From an optimization exercise on the open Yosys and OpenROAD flow, aimed at small area and few clock cycles per item; shortcuts taken in it are not production practice. Function was checked by simulation only, so behaviour that the tests miss may differ from the original.

==> flow/design.v (excerpt) <==
module touch_joystick_mapper (
  input  logic        clk,
  input  logic        rst_n,
  input  logic        in_valid,
  output logic        in_ready,
  input  logic        in_cmd,
  input  logic [11:0] in_touch_x,
  input  logic [11:0] in_touch_y,
  input  logic        cfg_valid,
  output logic        cfg_ready,
  input  logic [1:0]  cfg_addr,
  input  logic [14:0] cfg_data,
  output logic        out_valid,
  input  logic        out_ready,
  output logic [13:0] out_knob_x,
  output logic [13:0] out_knob_y,
  output logic [15:0] out_linear_cmd,
  output logic [15:0] out_angular_cmd,
  output logic        out_active
);
Size: roughly 11000 cells after synthesis, ~980 flip-flops, ~110 I/O pins, ~100000 um^2 of cells after synthesis.
==> flow/config.mk <==
export PLATFORM = sky130hd
export DESIGN_NAME = touch_joystick_mapper
export DESIGN_NICKNAME = touch_joystick_mapper
export VERILOG_FILES = /design/flow/design.v
export SDC_FILE = /design/flow/constraint.sdc
export NUM_CORES = 4
export LEC_CHECK = 0
export ABC_AREA = 1
export CAP_MARGIN = 10
export CORE_MARGIN = 2
export CORE_UTILIZATION = 50
export CTS_BUF_LIST = sky130_fd_sc_hd__clkbuf_4 sky130_fd_sc_hd__clkbuf_8
export CTS_CLUSTER_SIZE = 30
export SLEW_MARGIN = 10
==> flow/constraint.sdc <==
create_clock -name core_clock -period 11.0 [get_ports {clk}]
set_input_delay 2.2000 -clock core_clock [delete_from_list [all_inputs] [get_ports {clk}]]
set_output_delay 2.2000 -clock core_clock [all_outputs]
set_load 0.01 [all_outputs]
run.sh (not shown) runs the stock make flow with config.mk's settings and CLKGATE_MAP_FILE= SYNTH_SCRIPT=/design/flow/synth_recipe.tcl, a recipe that flattens the netlist after the stock synthesis.
Testbench counts at the start, summed over its fixed seeds: cycles 16,112, items 16,000.
Next try:
- CAP_MARGIN: 10 -> 20
- CORE_UTILIZATION: 50 -> 62
- CTS_BUF_LIST: sky130_fd_sc_hd__clkbuf_4 sky130_fd_sc_hd__clkbuf_8 -> sky130_fd_sc_hd__clkbuf_8
- PLACE_DENSITY: default -> 0.72
- SLEW_MARGIN: 10 -> 20
After rerunning: Sequential share of layout area came out higher by 0.25 points; die area came out lower by 19%; final area came out lower by 1.0%; area after synthesis stays the same; synthesized cell count stays the same; setup slack improves by 0.10 ns; hold slack improves by 0.016 ns.
Next try:
- CORE_UTILIZATION: 62 -> 50
- GPL_TIMING_DRIVEN: default -> 0
- PLACE_DENSITY: 0.72 -> default
Result: This time the run completed, yet does not pass: setup timing; wire length climbs by 4.5%; setup slack is worse by 0.35 ns; clock-buffer cell count drops by 5; cell area climbs by 2.3%; via count drops by 0.84%; final cell count climbs by 4.1%.

========
Setup of run 1:
touch_joystick_mapper, a different RTL version from the one above (not shown whole).
For scale: roughly 11,000 cells after synthesis, roughly 110 I/O pins, about 100,000 sq um of cells after synthesis.
clock: 11.0 ns
lec_check: 0
abc_area: 1
cap_margin: 20
core_margin: 2
core_utilization: 62
cts_buf_list: sky130_fd_sc_hd__clkbuf_4
cts_cluster_size: 30
place_density: 0.72
slew_margin: 20
Testbench counts of run 1, summed over its fixed seeds: cycles 16,112, items 16,000.
### run 1 -> run 2
diff --git a/flow/config.mk b/flow/config.mk
--- a/flow/config.mk
+++ b/flow/config.mk
@@ -10,5 +10,5 @@
 export CORE_MARGIN = 2
 export CORE_UTILIZATION = 62
-export CTS_BUF_LIST = sky130_fd_sc_hd__clkbuf_4
+export CTS_BUF_LIST = sky130_fd_sc_hd__clkbuf_8
 export CTS_CLUSTER_SIZE = 30
 export PLACE_DENSITY = 0.72
[compare] base=run 1 new=run 2: post-CTS clock slew at the launch and capture registers of the worst setup and hold paths shows no meaningful change; final core utilization shows no meaningful change; non-clock buffer count shows a reduction of about 3%.
Inputs modified between run 2 and run 3:
diff --git a/flow/config.mk b/flow/config.mk
--- a/flow/config.mk
+++ b/flow/config.mk
@@ -10,5 +10,6 @@
 export CORE_MARGIN = 2
 export CORE_UTILIZATION = 62
-export CTS_BUF_LIST = sky130_fd_sc_hd__clkbuf_8
+export CTS_BUF_LIST = sky130_fd_sc_hd__clkbuf_8 sky130_fd_sc_hd__clkbuf_16
+export CTS_CLUSTER_DIAMETER = 60
 export CTS_CLUSTER_SIZE = 30
 export PLACE_DENSITY = 0.72
[summary]
Run 3 was carried through to the last stage, and its layout satisfied the timing, design-rule and antenna checks.
Row number of buffers and inverters on the critical path: run 3 lower / run 2 higher
Required time of the critical path in run 3 is 0.15 ns below run 2.
Synthesis-to-finish area growth: run 3 vs run 2 up 0.18 points
On arrival time reported for the critical path endpoint: between run 2 and run 3, it ends up lower for run 3.
Non-clock buffer count for run 3 is higher than for run 2.
Horizontal die dimension came out exactly the same in run 2 and run 3.
Run 2 has a higher layout clock buffer count than run 3.
The following lists how run 4 was set up differently from run 3:
diff --git a/flow/config.mk b/flow/config.mk
--- a/flow/config.mk
+++ b/flow/config.mk
@@ -11,6 +11,6 @@
 export CORE_UTILIZATION = 62
 export CTS_BUF_LIST = sky130_fd_sc_hd__clkbuf_8 sky130_fd_sc_hd__clkbuf_16
-export CTS_CLUSTER_DIAMETER = 60
-export CTS_CLUSTER_SIZE = 30
+export CTS_CLUSTER_DIAMETER = 70
+export CTS_CLUSTER_SIZE = 35
 export PLACE_DENSITY = 0.72
 export SLEW_MARGIN = 20
--- outcome ---
- met5 as the highest routing layer actually used was reported by run 3, and met4 by run 4.
- Diff run 3 -> run 4 | cell area | down slightly
- Of run 3 and run 4, the run reporting the lower count of buffers not belonging to the clock network in the layout was run 3.
- Looking at run 3 and run 4, the routed wire length is a wash.

## static timing again, ports no longer ideal
Ports are ideal in the flow. The routed layouts listed here were re-timed in OpenROAD.
Step 1 sets driving cells, clkbuf_16 on the clock port and buf_2 on the other inputs (assumed; they add their load-dependent delay and slew).
Step 2 moves the port delays by t, midway between the first and last clock arrival at a register: inputs arrive t later, outputs are due t later. That takes back most of the time a late clock gives input paths.
Slacks: no drivers / after step 1 / after step 2; pairs: no drivers / after step 1.
| run | shift t [ns] | setup slack, ns | worst hold slack (ns) | clock arrival spread, ns | slew at the worst register clock pin (ns) |
|---|---|---|---|---|---|
| the first run of note 1 | 1.056 | 0.236 / 0.236 / 0.215 | 0.364 / 0.364 / 0.364 | 0.082 / 0.081 | 0.08 / 0.08 |
| the second run of note 1 | 0.994 | 0.336 / 0.336 / 0.276 | 0.380 / 0.380 / 0.380 | 0.054 / 0.055 | 0.07 / 0.07 |
| the third run of note 1 | 1.071 | -0.015 / -0.015 / -0.555 | 0.370 / 0.370 / 0.370 | 0.119 / 0.119 | 0.08 / 0.08 |
| run 1 | 1.344 | 0.648 / 0.566 / 0.035 | 0.294 / 0.294 / 0.294 | 0.146 / 0.147 | 0.10 / 0.10 |
| run 2 | 1.026 | 0.613 / 0.613 / 0.093 | 0.378 / 0.378 / 0.378 | 0.056 / 0.056 | 0.08 / 0.08 |
| run 3 | 0.825 | 0.569 / 0.569 / 0.056 | 0.394 / 0.394 / 0.394 | 0.050 / 0.050 | 0.10 / 0.10 |
| run 4 | 0.807 | 0.650 / 0.650 / 0.136 | 0.404 / 0.404 / 0.404 | 0.047 / 0.047 | 0.10 / 0.10 |
For run 1, which loses most, drivers alone change the setup slack by -0.082 ns; drivers and shift together by -0.613 ns.
